Source: an optimization exercise on an open RTL-to-GDS flow (aim: small area and a short achievable clock period). Production flows keep margins and buffers that such runs may drop.
At most, simulation tests tie the RTL to the original design; equivalence was not proved.
The clock port is modelled as an ideal driver; clocking choices that lean on that would not hold on a real chip.
Power is estimated from default activity; no workload was simulated.

// tomasulo_core
module tomasulo_core (
	input  logic                   clk,
	input  logic                   rst_n,
	input  logic                   inst_valid,    
	input  logic [32-1:0]       inst,
	output logic                   issue_full,    
	output logic                   busy,
	output logic                   cdb_valid,
	output logic [3-1:0]      cdb_tag,
	output logic [32-1:0]       cdb_value,
	input  logic [5-1:0] reg_rd_addr,
	output logic [32-1:0]       reg_rd_data
);
clock: 11.0 ns
lec_check: 0
cap_margin: 20
cell_pad_in_sites_detail_placement: 1
cell_pad_in_sites_global_placement: 2
core_margin: 2
core_utilization: 35
cts_cluster_diameter: 140
cts_cluster_size: 24
place_density: 0.5
setup_slack_margin: 4.85
slew_margin: 20
synth_hierarchical: 1
standard.sh (not shown) runs the stock make flow with config.mk's settings and CLKGATE_MAP_FILE= SYNTH_SCRIPT=/design/flow/synth_recipe.tcl, a recipe that flattens the netlist after the stock synthesis.
==> flow/flow/run.sh <==
#!/bin/bash
# Own layout flow: the standard layout (standard.sh) with three changes:
#  - the port buffers are buf_2 cells instead of the default delay-buffer cells,
#  - clock tree synthesis inserts no dummy loads,
#  - after clock tree synthesis, cells whose paths keep at least DS_MARGIN ns of slack
#    are swapped for smaller cells of the same function (flow/downsize.tcl).
# Each step's output goes to a log file of its own in the work folder.
set -euo pipefail
X=(
	"BUFFER_PORTS_ARGS=-buffer_cell sky130_fd_sc_hd__buf_2"
	"CTS_ARGS=-sink_clustering_enable -repair_clock_nets -sink_clustering_size 24 -sink_clustering_max_diameter 140 -dont_use_dummy_load"
)
bash standard.sh "${X[@]}" cts > make_to_cts.log 2>&1
RESULTS=orfs/results/${FLOW_PLATFORM}/tomasulo_core/base DS_MARGIN=4.95 \
	openroad -no_init -exit flow/downsize.tcl > downsize.log 2>&1
bash standard.sh "${X[@]}" finish > make_finish.log 2>&1
Other scripts of this flow, unchanged in this note and not shown: flow/flow/downsize.tcl
Then changed:
--- a/flow/design.v
+++ b/flow/design.v
@@ -326,14 +326,32 @@
 	genvar i;
 	generate
 		for (i = 0; i < 32; i++) begin : g
 			st_bit u (.clk(clk), .issue(issue), .x(x[i]), .cap(cap), .c(c[i]), .hold(hold), .q(q[i]));
 		end
 	endgenerate
 endmodule
+module st_field #(
+	parameter int W = 3
+) (
+	input  logic         clk,
+	input  logic         issue,
+	input  logic [W-1:0] x,
+	input  logic         hold,
+	output logic [W-1:0] q
+);
+	logic [W-1:0] d;
+	genvar i;
+	generate
+		for (i = 0; i < W; i++) begin : g
+			c_a22o u (.a1(issue), .a2(x[i]), .b1(hold), .b2(q[i]), .y(d[i]));
+		end
+	endgenerate
+	always_ff @(posedge clk) q <= d;
+endmodule
 `timescale 1ns/1ps
 module alu_unit (
 	input  logic [2:0]  nop,
 	input  logic [31:0] na,
 	input  logic [31:0] nb,
 	output logic [31:0] y
 );
@@ -3305,14 +3323,17 @@
 endmodule
 module c_nor3 (input logic a, input logic b, input logic c, output logic y);
 	assign y = ~(a | b | c);
 endmodule
 module c_a32oi (input logic a1, input logic a2, input logic a3, input logic b1, input logic b2, output logic y);
 	assign y = ~((a1 & a2 & a3) | (b1 & b2));
 endmodule
+module c_a22o (input logic a1, input logic a2, input logic b1, input logic b2, output logic y);
+	assign y = (a1 & a2) | (b1 & b2);
+endmodule
 `timescale 1ns/1ps
 module tomasulo_core (
 	input  logic                   clk,
 	input  logic                   rst_n,
 	input  logic                   inst_valid,    
 	input  logic [32-1:0]       inst,
 	output logic                   issue_full,    
@@ -3407,33 +3428,22 @@
 			m_iss[s]  = mul_issue & (m_free == s[0]);
 			a_capa[s] = ~a_iss[s] & cdb_valid & (a_at[s] == cdb_tag);
 			a_capb[s] = ~a_iss[s] & cdb_valid & (a_bt[s] == cdb_tag);
 			m_capa[s] = ~m_iss[s] & cdb_valid & (m_at[s] == cdb_tag);
 			m_capb[s] = ~m_iss[s] & cdb_valid & (m_bt[s] == cdb_tag);
 		end
 	end
-	always_ff @(posedge clk) begin
-		for (int s = 0; s < 2; s++) begin
-			if (a_iss[s]) begin
-				a_op[s] <= d_op; a_at[s] <= a_tag; a_bt[s] <= b_tag;
-			end else begin
-				if (a_capa[s]) a_at[s] <= '0;
-				if (a_capb[s]) a_bt[s] <= '0;
-			end
-			if (m_iss[s]) begin
-				m_at[s] <= a_tag; m_bt[s] <= b_tag;
-			end else begin
-				if (m_capa[s]) m_at[s] <= '0;
-				if (m_capb[s]) m_bt[s] <= '0;
-			end
-		end
-	end
 	genvar gs;
 	generate
 		for (gs = 0; gs < 2; gs++) begin : g_st
+			st_field #(.W(3)) u_aop (.clk(clk), .issue(a_iss[gs]), .x(d_op), .hold(~a_iss[gs]), .q(a_op[gs]));
+			st_field #(.W(3)) u_aat (.clk(clk), .issue(a_iss[gs]), .x(a_tag), .hold(~a_iss[gs] & ~a_capa[gs]), .q(a_at[gs]));
+			st_field #(.W(3)) u_abt (.clk(clk), .issue(a_iss[gs]), .x(b_tag), .hold(~a_iss[gs] & ~a_capb[gs]), .q(a_bt[gs]));
+			st_field #(.W(3)) u_mat (.clk(clk), .issue(m_iss[gs]), .x(a_tag), .hold(~m_iss[gs] & ~m_capa[gs]), .q(m_at[gs]));
+			st_field #(.W(3)) u_mbt (.clk(clk), .issue(m_iss[gs]), .x(b_tag), .hold(~m_iss[gs] & ~m_capb[gs]), .q(m_bt[gs]));
 			st_word u_aav (.clk(clk), .issue(a_iss[gs]), .x(a_val), .cap(a_capa[gs]), .c(cdb_value),
 			               .hold(~a_iss[gs] & ~a_capa[gs]), .q(a_av[gs]));
 			st_word u_abv (.clk(clk), .issue(a_iss[gs]), .x(b_val), .cap(a_capb[gs]), .c(cdb_value),
 			               .hold(~a_iss[gs] & ~a_capb[gs]), .q(a_bv[gs]));
 			st_word u_mav (.clk(clk), .issue(m_iss[gs]), .x(a_val), .cap(m_capa[gs]), .c(cdb_value),
 			               .hold(~m_iss[gs] & ~m_capa[gs]), .q(m_av[gs]));
 			st_word u_mbv (.clk(clk), .issue(m_iss[gs]), .x(b_val), .cap(m_capb[gs]), .c(cdb_value),
=> The changed run finished clean. Final cell count goes up by 0.40%. Clock power stays flat. Routed wire length came out higher by 2.9%. Final area rose by 1.1%. Maximum frequency shrinks by 1.0%. Worst setup slack got worse by 0.065 ns. Via count came out higher by 0.35%. Sequential share of layout area falls by 0.86 points. Hold slack degrades by 0.022 ns. First-iteration DRC count went down by 0.44%. Clock-buffer cell count is unchanged. Power barely changes. Global-route usage went up by 1.1 points. Non-clock buffer count rises by 51.
Only the layout flow was run in the second run of this note; the RTL was not checked for function there.

Another version of the RTL of tomasulo_core (not shown whole).
Size: roughly 6500 cells after synthesis, about 110 I/O pins, ~79000 sq um of cells after synthesis.
==> module rd_dec, before the edit <==
module rd_dec (
	input  logic [4:0]  a,
	output logic [31:1] y
);
	always_comb
		for (int i = 1; i < 32; i++)
			y[i] = (a == i[4:0]);
endmodule
clock: 11.0 ns
lec_check: 0
cap_margin: 20
cell_pad_in_sites_detail_placement: 1
cell_pad_in_sites_global_placement: 2
core_margin: 2
core_utilization: 35
cts_cluster_diameter: 120
cts_cluster_size: 20
place_density: 0.5
setup_slack_margin: 5
slew_margin: 20
synth_hierarchical: 1
run.sh (not shown) runs the stock make flow with config.mk's settings and CLKGATE_MAP_FILE= SYNTH_SCRIPT=/design/flow/synth_recipe.tcl, a recipe that flattens the netlist after the stock synthesis.
Stock flow here: none of the scripts above is used.
Next try:
--- a/flow/design.v
+++ b/flow/design.v
@@ -74,13 +74,28 @@
 endmodule
 module rd_dec (
 	input  logic [4:0]  a,
 	output logic [31:1] y
 );
-	always_comb
-		for (int i = 1; i < 32; i++)
-			y[i] = (a == i[4:0]);
+	logic [4:0] an;
+	logic [3:0] lo_n;    
+	logic [7:0] hi_n;    
+	genvar k, j;
+	generate
+		for (k = 0; k < 5; k++) begin : g_inv
+			c_inv u (.a(a[k]), .y(an[k]));
+		end
+		for (k = 0; k < 4; k++) begin : g_lo
+			c_nand2 u (.a(k[1] ? a[1] : an[1]), .b(k[0] ? a[0] : an[0]), .y(lo_n[k]));
+		end
+		for (j = 0; j < 8; j++) begin : g_hi
+			c_nand3 u (.a(j[2] ? a[4] : an[4]), .b(j[1] ? a[3] : an[3]), .c(j[0] ? a[2] : an[2]), .y(hi_n[j]));
+		end
+		for (k = 1; k < 32; k++) begin : g_y
+			c_nor2 u (.a(lo_n[k % 4]), .b(hi_n[k / 4]), .y(y[k]));
+		end
+	endgenerate
 endmodule
 module rd_bit32 (
 	input  logic [31:1] sel,
 	input  logic [31:1] d,
 	input  logic        xs,
Result: Clock power went up by about 1%; register-to-register slack is worse by 0.03 ns; sequential power hardly moves; area after synthesis stays flat; final area went down by 0.68%; synthesized cell count barely changes; wire length came out lower by 2.2%; via count drops by 0.55%; die area hardly moves; non-clock buffer count went down by 45; power stays flat; fmax is about the same; final cell count decreases by 0.54%.

static timing again, ports no longer ideal:
The results above use ideal ports. As a check the final layouts listed here were re-extracted and re-timed, cells and wires unchanged. Step 1 sets driving cells, clkbuf_16 on the clock port and buf_2 on the other inputs (assumed; they add their load-dependent delay and slew). Step 2 adds t to the input delays and takes it off the output delays; t is the mean of the earliest and latest rising clock arrival at the registers after step 1. Input paths then give back, and output paths get back, about the clock's delay inside the block. Three values: ideal, step 1, step 2; two values: the first two.
run	t (ns)	setup WS [ns]	worst data-port slew with drivers (ns)
the first run of note 1	0.811	4.790 / 4.598 / 4.268	0.23
the second run of note 1	0.817	4.725 / 4.548 / 4.126	0.43
the first run of note 2	0.859	4.707 / 4.538 / 4.294	0.27
the second run of note 2	0.880	4.692 / 4.549 / 4.256	0.20
After both steps setup and hold are still met in every run listed. For the second run of note 1, which loses most, drivers alone change the setup slack by -0.177 ns; drivers and shift together by -0.599 ns.
